Source: an optimization exercise on an open RTL-to-GDS flow (aim: small area, a short achievable clock period and few clock cycles per item). Production flows keep margins and buffers that such runs may drop. At most, simulation tests tie the RTL to the original design; equivalence was not proved.

==> inputs of job 1649 <==
Design minkowski_distance_orders, start of the top module:
module minkowski_distance_orders #(
  parameter int unsigned MAX_LEN     = mdo_pkg::MAX_LEN_DEF,
  parameter int unsigned COORD_WIDTH = mdo_pkg::COORD_WIDTH_DEF
) (
  input  logic          clk,
  input  logic          rst,
  input  logic          s_tvalid,
  output logic          s_tready,
  input  logic [31:0]   s_tdata,    
  input  logic          s_tlast,    
  output logic          m_tvalid,
  input  logic          m_tready,
  output logic [111:0]  m_tdata,    
  output logic          m_tuser     
);
  logic                    full;
  logic                    take;
  logic                    root_last;
  logic [SUM_ABS_W-1:0]    sum_abs;
  logic [SUM_SQ_W-1:0]     sum_sq;
  logic [SUM_CUBE_W-1:0]   sum_cube;
  logic [COORD_W-1:0]      max_abs;
  logic                    ovf;
  logic                    busy;         
  logic [DIST_W-1:0]       euclid, cubic;
  logic [SUM_ABS_W-1:0]    manhattan_dist;
  logic [CHEB_W-1:0]       chebyshev_dist;
  logic                    overflow;
  mdo_accum u_accum (
    .clk      (clk),
    .rst      (rst),
    .s_tvalid (s_tvalid),
    .s_tready (s_tready),
    .s_tdata  (s_tdata),
    .s_tlast  (s_tlast),
    .take     (take),
  ...
make LEC_CHECK=0 CAP_MARGIN=20 CORE_MARGIN=2 CORE_UTILIZATION=40 SLEW_MARGIN=20 finish   # period 10.0 ns
run.sh (not shown) runs the stock make flow with config.mk's settings and CLKGATE_MAP_FILE= SYNTH_SCRIPT=/design/flow/synth_recipe.tcl, a recipe that flattens the netlist after the stock synthesis.
==> inputs of job 8612, as changes to job 1649 <==
--- a/flow/design.v
+++ b/flow/design.v
@@ -25,72 +25,64 @@
   output logic [SUM_CUBE_W-1:0]   sum_cube,    
   output logic [COORD_W-1:0]      max_abs,
   output logic                    ovf
 );
   logic        ph;           
   logic        nf;           
   logic        adv;          
   logic        blk;
-  logic        v0, l0, f0;
-  logic [15:0] x0, y0;
   logic        v1, l1, f1;
   logic [15:0] d1;
   logic        v2, l2, f2;
   logic [15:0] d2;
   logic [31:0] q2;
   logic [31:0] ps, pc;       
   logic        hv, hl;       
   logic [7:0]  cnt;
-  logic signed [16:0] df;
+  logic [16:0] df;
   logic [15:0] dabs;
   logic [15:0] mop;
   assign blk      = v1 && f1 && (full || (v2 && l2));
   assign adv      = ph && !blk;
   assign s_tready = adv;
-  assign df   = $signed({x0[15], x0}) - $signed({y0[15], y0});
+  assign df   = {s_tdata[15], s_tdata[15:0]} - {s_tdata[31], s_tdata[31:16]};
   assign dabs = df[16] ? 16'(-df) : df[15:0];
   assign mop  = ph ? q2[31:16] : q2[15:0];
   logic [31:0] csa_s, csa_c, sq_s, sq_c;
   mdo_mul16cs u_mul (.a(d2), .b(mop), .p_s(csa_s), .p_c(csa_c));
   mdo_sq16cs  u_sq  (.d(d1), .q_s(sq_s), .q_c(sq_c));
   always_ff @(posedge clk) begin
     if (rst) begin
       ph <= 1'b0;
       nf <= 1'b1;
-      v0 <= 1'b0;
       v1 <= 1'b0;
       v2 <= 1'b0;
       hv <= 1'b0;
       full <= 1'b0;
     end else begin
       ph <= !ph;
       if (adv) begin
-        v0 <= s_tvalid;
+        v1 <= s_tvalid;
         if (s_tvalid) nf <= s_tlast;
-        v1 <= v0;
         v2 <= v1;
       end else if (ph) begin
         v2 <= 1'b0;
       end
       if (ph) hv <= v2;
       else    hv <= 1'b0;
       if (take) full <= 1'b0;
       else if (!ph && hv && hl) full <= 1'b1;
     end
   end
   always_ff @(posedge clk) begin
     if (adv) begin
-      x0 <= s_tdata[15:0];
-      y0 <= s_tdata[31:16];
-      l0 <= s_tlast;
-      f0 <= nf;
       d1 <= dabs;
-      l1 <= l0;
-      f1 <= f0;
+      l1 <= s_tlast;
+      f1 <= nf;
       d2 <= d1;
       q2 <= sq_s + sq_c;
       l2 <= l1;
       f2 <= f1;
     end
     ps <= csa_s;
     pc <= csa_c;
     if (ph) hl <= l2;
@@ -752,26 +744,26 @@
   input  logic                    rst,
   input  logic                    load,
   input  logic [SUM_SQ_W-1:0]     sum_sq,      
   input  logic [SUM_CUBE_W-1:0]   sum_cube,    
   output logic                    last,        
   output logic [DIST_W-1:0]       euclid,
   output logic [DIST_W-1:0]       cubic
 );
-  localparam int unsigned LD    = 3;
+  localparam int unsigned LD    = 4;    
   localparam int unsigned STEPS = 36 - LD;
   logic        busy;
   logic [5:0]  k;
-  logic [39:0] rs;           
+  logic [33:0] rs;           
   logic [36:0] r2;
   logic [35:0] y2;
   logic [38:0] r2s, t2, d2;
   logic        b2;
-  logic [55:0] rc;
+  logic [50:0] rc;
   logic [70:0] r3;
   logic [70:0] t3;           
   logic [35:0] y3;
   logic [74:0] r3s, d3;
   logic        b3;
   logic [70:0] t3_0, t3_1;
   logic [1:0]  ly3;
   logic [5:0]  lr3;
@@ -782,22 +774,50 @@
     .c_top (sum_cube[55:51]),
     .s_top (sum_sq[39:34]),
     .c_y   (ly3),
     .c_r   (lr3),
     .c_t   (lt3),
     .s_y   (ly2),
     .s_r   (lr2)
   );
+  logic [8:0]  xa3;  logic [9:0]  da3;  logic ta3;  logic [7:0]  ra3;  logic [9:0]  ua3;
+  logic [10:0] xb3;  logic [11:0] db3;  logic tb3;  logic [9:0]  rb3;  logic [11:0] ub3;
+  logic [2:0]  ya3;
+  logic [5:0]  xa2, da2;  logic ta2;  logic [4:0] ra2;
+  logic [6:0]  xb2, db2;  logic tb2;  logic [5:0] rb2;
+  logic [3:0]  ya2;
+  assign xa3 = {lr3, sum_cube[50:48]};
+  assign da3 = {1'b0, xa3} - {3'b0, lt3};
+  assign ta3 = !da3[9];
+  assign ra3 = ta3 ? da3[7:0] : xa3[7:0];
+  assign ya3 = {ly3, ta3};
+  assign ua3 = ta3 ? ({1'b0, lt3, 2'b00} + 10'(36 * ly3) + 10'd15)
+                   : ({1'b0, lt3, 2'b00} - 10'(12 * ly3) - 10'd3);
+  assign xb3 = {ra3, sum_cube[47:45]};
+  assign db3 = {1'b0, xb3} - {2'b0, ua3};
+  assign tb3 = !db3[11];
+  assign rb3 = tb3 ? db3[9:0] : xb3[9:0];
+  assign ub3 = tb3 ? ({ua3, 2'b00} + 12'(36 * ya3) + 12'd15)
+                   : ({ua3, 2'b00} - 12'(12 * ya3) - 12'd3);
+  assign xa2 = {lr2, sum_sq[33:32]};
+  assign da2 = xa2 - {1'b0, ly2, 2'b01};
+  assign ta2 = !da2[5] && (xa2 >= {1'b0, ly2, 2'b01});
+  assign ra2 = ta2 ? da2[4:0] : xa2[4:0];
+  assign ya2 = {ly2, ta2};
+  assign xb2 = {ra2, sum_sq[31:30]};
+  assign db2 = xb2 - {1'b0, ya2, 2'b01};
+  assign tb2 = (xb2 >= {1'b0, ya2, 2'b01});
+  assign rb2 = tb2 ? db2[5:0] : xb2[5:0];
   assign last = busy && (k == 6'(STEPS - 1));
-  assign r2s = {r2[36:0], rs[39:38]};
+  assign r2s = {r2[36:0], rs[33:32]};
   assign t2  = {1'b0, y2[35:0], 2'b01};
   assign d2  = r2s - t2;
   assign b2  = !d2[38];
-  assign r3s = {1'b0, r3, rc[55:53]};
+  assign r3s = {1'b0, r3, rc[50:48]};
   assign d3  = r3s - {4'b0, t3};
   assign b3  = !d3[74];
   logic [70:0] a0, b0, c0, s0, k0, a1, b1, c1, s1, k1;
   assign a0 = {t3[68:0], 2'b10};
   assign b0 = ~(71'({y3[34:0], 3'b011}));
   assign c0 = ~(71'({y3[34:0], 2'b00}));
   assign s0 = a0 ^ b0 ^ c0;
   assign k0 = (a0 & b0) | (a0 & c0) | (b0 & c0);
@@ -817,34 +837,34 @@
       busy <= 1'b1;
     end else if (last) begin
       busy <= 1'b0;
     end
   end
   always_ff @(posedge clk) begin
     if (load) begin
       k  <= '0;
-      rs <= {sum_sq[39-2*LD:0], {(2*LD){1'b0}}};
-      r2 <= 37'(lr2);
-      rc <= {sum_cube[59-3*LD:0], {(3*LD-4){1'b0}}};
-      r3 <= 71'(lr3);
-      t3 <= 71'(lt3);
+      rs <= {sum_sq[31:0], 2'b00};
+      r2 <= 37'(ra2);
+      rc <= {sum_cube[47:0], 3'b000};
+      r3 <= 71'(ra3);
+      t3 <= 71'(ua3);
     end else begin
       k  <= k + 6'd1;
-      rs <= {rs[37:0], 2'b00};
+      rs <= {rs[31:0], 2'b00};
       r2 <= b2 ? d2[36:0] : r2s[36:0];
-      rc <= {rc[52:0], 3'b000};
+      rc <= {rc[47:0], 3'b000};
       r3 <= b3 ? d3[70:0] : r3s[70:0];
       t3 <= b3 ? t3_1 : t3_0;
     end
   end
   always_ff @(posedge clk) begin
     if (load) begin
-      y2 <= 36'(ly2);
-      y3 <= 36'(ly3);
+      y2 <= 36'(ya2);
+      y3 <= 36'(ya3);
     end else if (busy) begin
       y2 <= {y2[34:0], b2};
       y3 <= {y3[34:0], b3};
     end
   end
 endmodule
 module mdo_load_tables (
   input  logic [4:0] c_top,    
@@ -1349,17 +1369,24 @@
   input  logic [31:0]   s_tdata,    
   input  logic          s_tlast,    
   output logic          m_tvalid,
   input  logic          m_tready,
   output logic [111:0]  m_tdata,    
   output logic          m_tuser     
 );
   logic                    full;
-  logic                    take;
+  logic                    move;         
+  logic                    take;         
+  logic                    bfull;
+  logic [SUM_ABS_W-1:0]    b_abs;
+  logic [SUM_SQ_W-1:0]     b_sq;
+  logic [SUM_CUBE_W-1:0]   b_cube;
+  logic [COORD_W-1:0]      b_max;
+  logic                    b_ovf;
   logic                    root_last;
   logic [SUM_ABS_W-1:0]    sum_abs;
   logic [SUM_SQ_W-1:0]     sum_sq;
   logic [SUM_CUBE_W-1:0]   sum_cube;
   logic [COORD_W-1:0]      max_abs;
   logic                    ovf;
   logic                    busy;         
   logic [DIST_W-1:0]       euclid, cubic;
@@ -1368,31 +1395,50 @@
   logic                    overflow;
   mdo_accum u_accum (
     .clk      (clk),
     .rst      (rst),
     .s_tvalid (s_tvalid),
     .s_tready (s_tready),
     .s_tdata  (s_tdata),
     .s_tlast  (s_tlast),
-    .take     (take),
+    .take     (move),
     .full     (full),
     .sum_abs  (sum_abs),
     .sum_sq   (sum_sq),
     .sum_cube (sum_cube),
     .max_abs  (max_abs),
     .ovf      (ovf)
   );
-  assign take = full && (!busy || (m_tvalid && m_tready));
+  assign move = full && !bfull;
+  assign take = bfull && (!busy || (m_tvalid && m_tready));
+  always_ff @(posedge clk) begin
+    if (rst) begin
+      bfull <= 1'b0;
+    end else if (move) begin
+      bfull <= 1'b1;
+    end else if (take) begin
+      bfull <= 1'b0;
+    end
+  end
+  always_ff @(posedge clk) begin
+    if (move) begin
+      b_abs  <= sum_abs;
+      b_sq   <= sum_sq;
+      b_cube <= sum_cube;
+      b_max  <= max_abs;
+      b_ovf  <= ovf;
+    end
+  end
   mdo_roots u_roots (
     .clk      (clk),
     .rst      (rst),
     .load     (take),
-    .sum_sq   (sum_sq),
-    .sum_cube (sum_cube),
+    .sum_sq   (b_sq),
+    .sum_cube (b_cube),
     .last     (root_last),
     .euclid   (euclid),
     .cubic    (cubic)
   );
   always_ff @(posedge clk) begin
     if (rst) begin
       busy     <= 1'b0;
       m_tvalid <= 1'b0;
@@ -1406,16 +1452,16 @@
         m_tvalid <= 1'b1;
       end else if (m_tready) begin
         m_tvalid <= 1'b0;
       end
     end
   end
   always_ff @(posedge clk) begin
     if (take) begin
-      manhattan_dist <= sum_abs;
-      chebyshev_dist <= max_abs;
-      overflow       <= ovf;
+      manhattan_dist <= b_abs;
+      chebyshev_dist <= b_max;
+      overflow       <= b_ovf;
     end
   end
   assign m_tdata = {1'b0, chebyshev_dist, cubic, euclid, manhattan_dist};
   assign m_tuser = overflow;
 endmodule
==> comparison table <==
Run status: job 8612 finished clean; job 1649 finished clean
Maximum number of pins on one net before global-route repair: job 8612 178; job 1649 139
Number of tap cells added at floorplan: job 8612 1,917; job 1649 1,794
Hold slack: job 8612 0.4179 ns; job 1649 0.4078 ns
Gate count after technology mapping: job 8612 6,223; job 1649 6,084
Weighted congestion at the end of routability-driven global placement: job 8612 0.9022; job 1649 0.9275
Sequential cell area share: job 8612 30.48%; job 1649 27.62%
First-pass GRT wire length: job 8612 245,800 um; job 1649 240,000 um
Core footprint: job 8612 145,600 sq um; job 1649 137,200 sq um
Compound-Gate Fraction of Synth Area: job 8612 14.75%; job 1649 15.44%
Nets: job 8612 7,105; job 1649 6,915
Met1 routing resource usage after global routing: job 8612 27.50%; job 1649 28.74%
Hold-critical path endpoint: job 8612 u_accum.f1; job 1649 u_roots.rs[21]
Buffer share of cell area: job 8612 2.809%; job 1649 2.996%
Post-Synth XOR/XNOR Area: job 8612 4.862%; job 1649 4.719%
Total area of multi-input combinational cells: job 8612 35,880 sq um; job 1649 35,360 sq um
Buf/Inv on CP: job 8612 1; job 1649 3
Number of cells on the worst hold path: job 8612 0; job 1649 2
Testbench counts of job 8612, summed over its fixed seeds: cycles 13,181, items 384.
Function not checked in job 1649: the RTL went through the layout flow alone.

-- port drivers added, routing unchanged --
In the flow no input, the clock included, has a driving cell. The finished layouts below were timed again as built, in two steps.
Step 1 assumes that a clkbuf_16 drives the clock port and a buf_2 every other input.
Step 2 moves the port delays by t, midway between the first and last clock arrival at a register: inputs arrive t later, outputs are due t later. That takes back most of the time a late clock gives input paths.
a / b / c = ideal ports / drivers / drivers and shift; a / b = the first two.
| run | t, ns | setup WS [ns] | hold WS [ns] | worst setup path after step 2 |
|---|---|---|---|---|
| job 1649 | 0.766 | 4.001 / 4.001 / 4.001 | 0.408 / 0.408 / 0.408 | register to register |
| job 8612 | 0.764 | 3.808 / 3.808 / 3.808 | 0.418 / 0.418 / 0.418 | register to register |
After both steps every run listed still meets setup and hold.
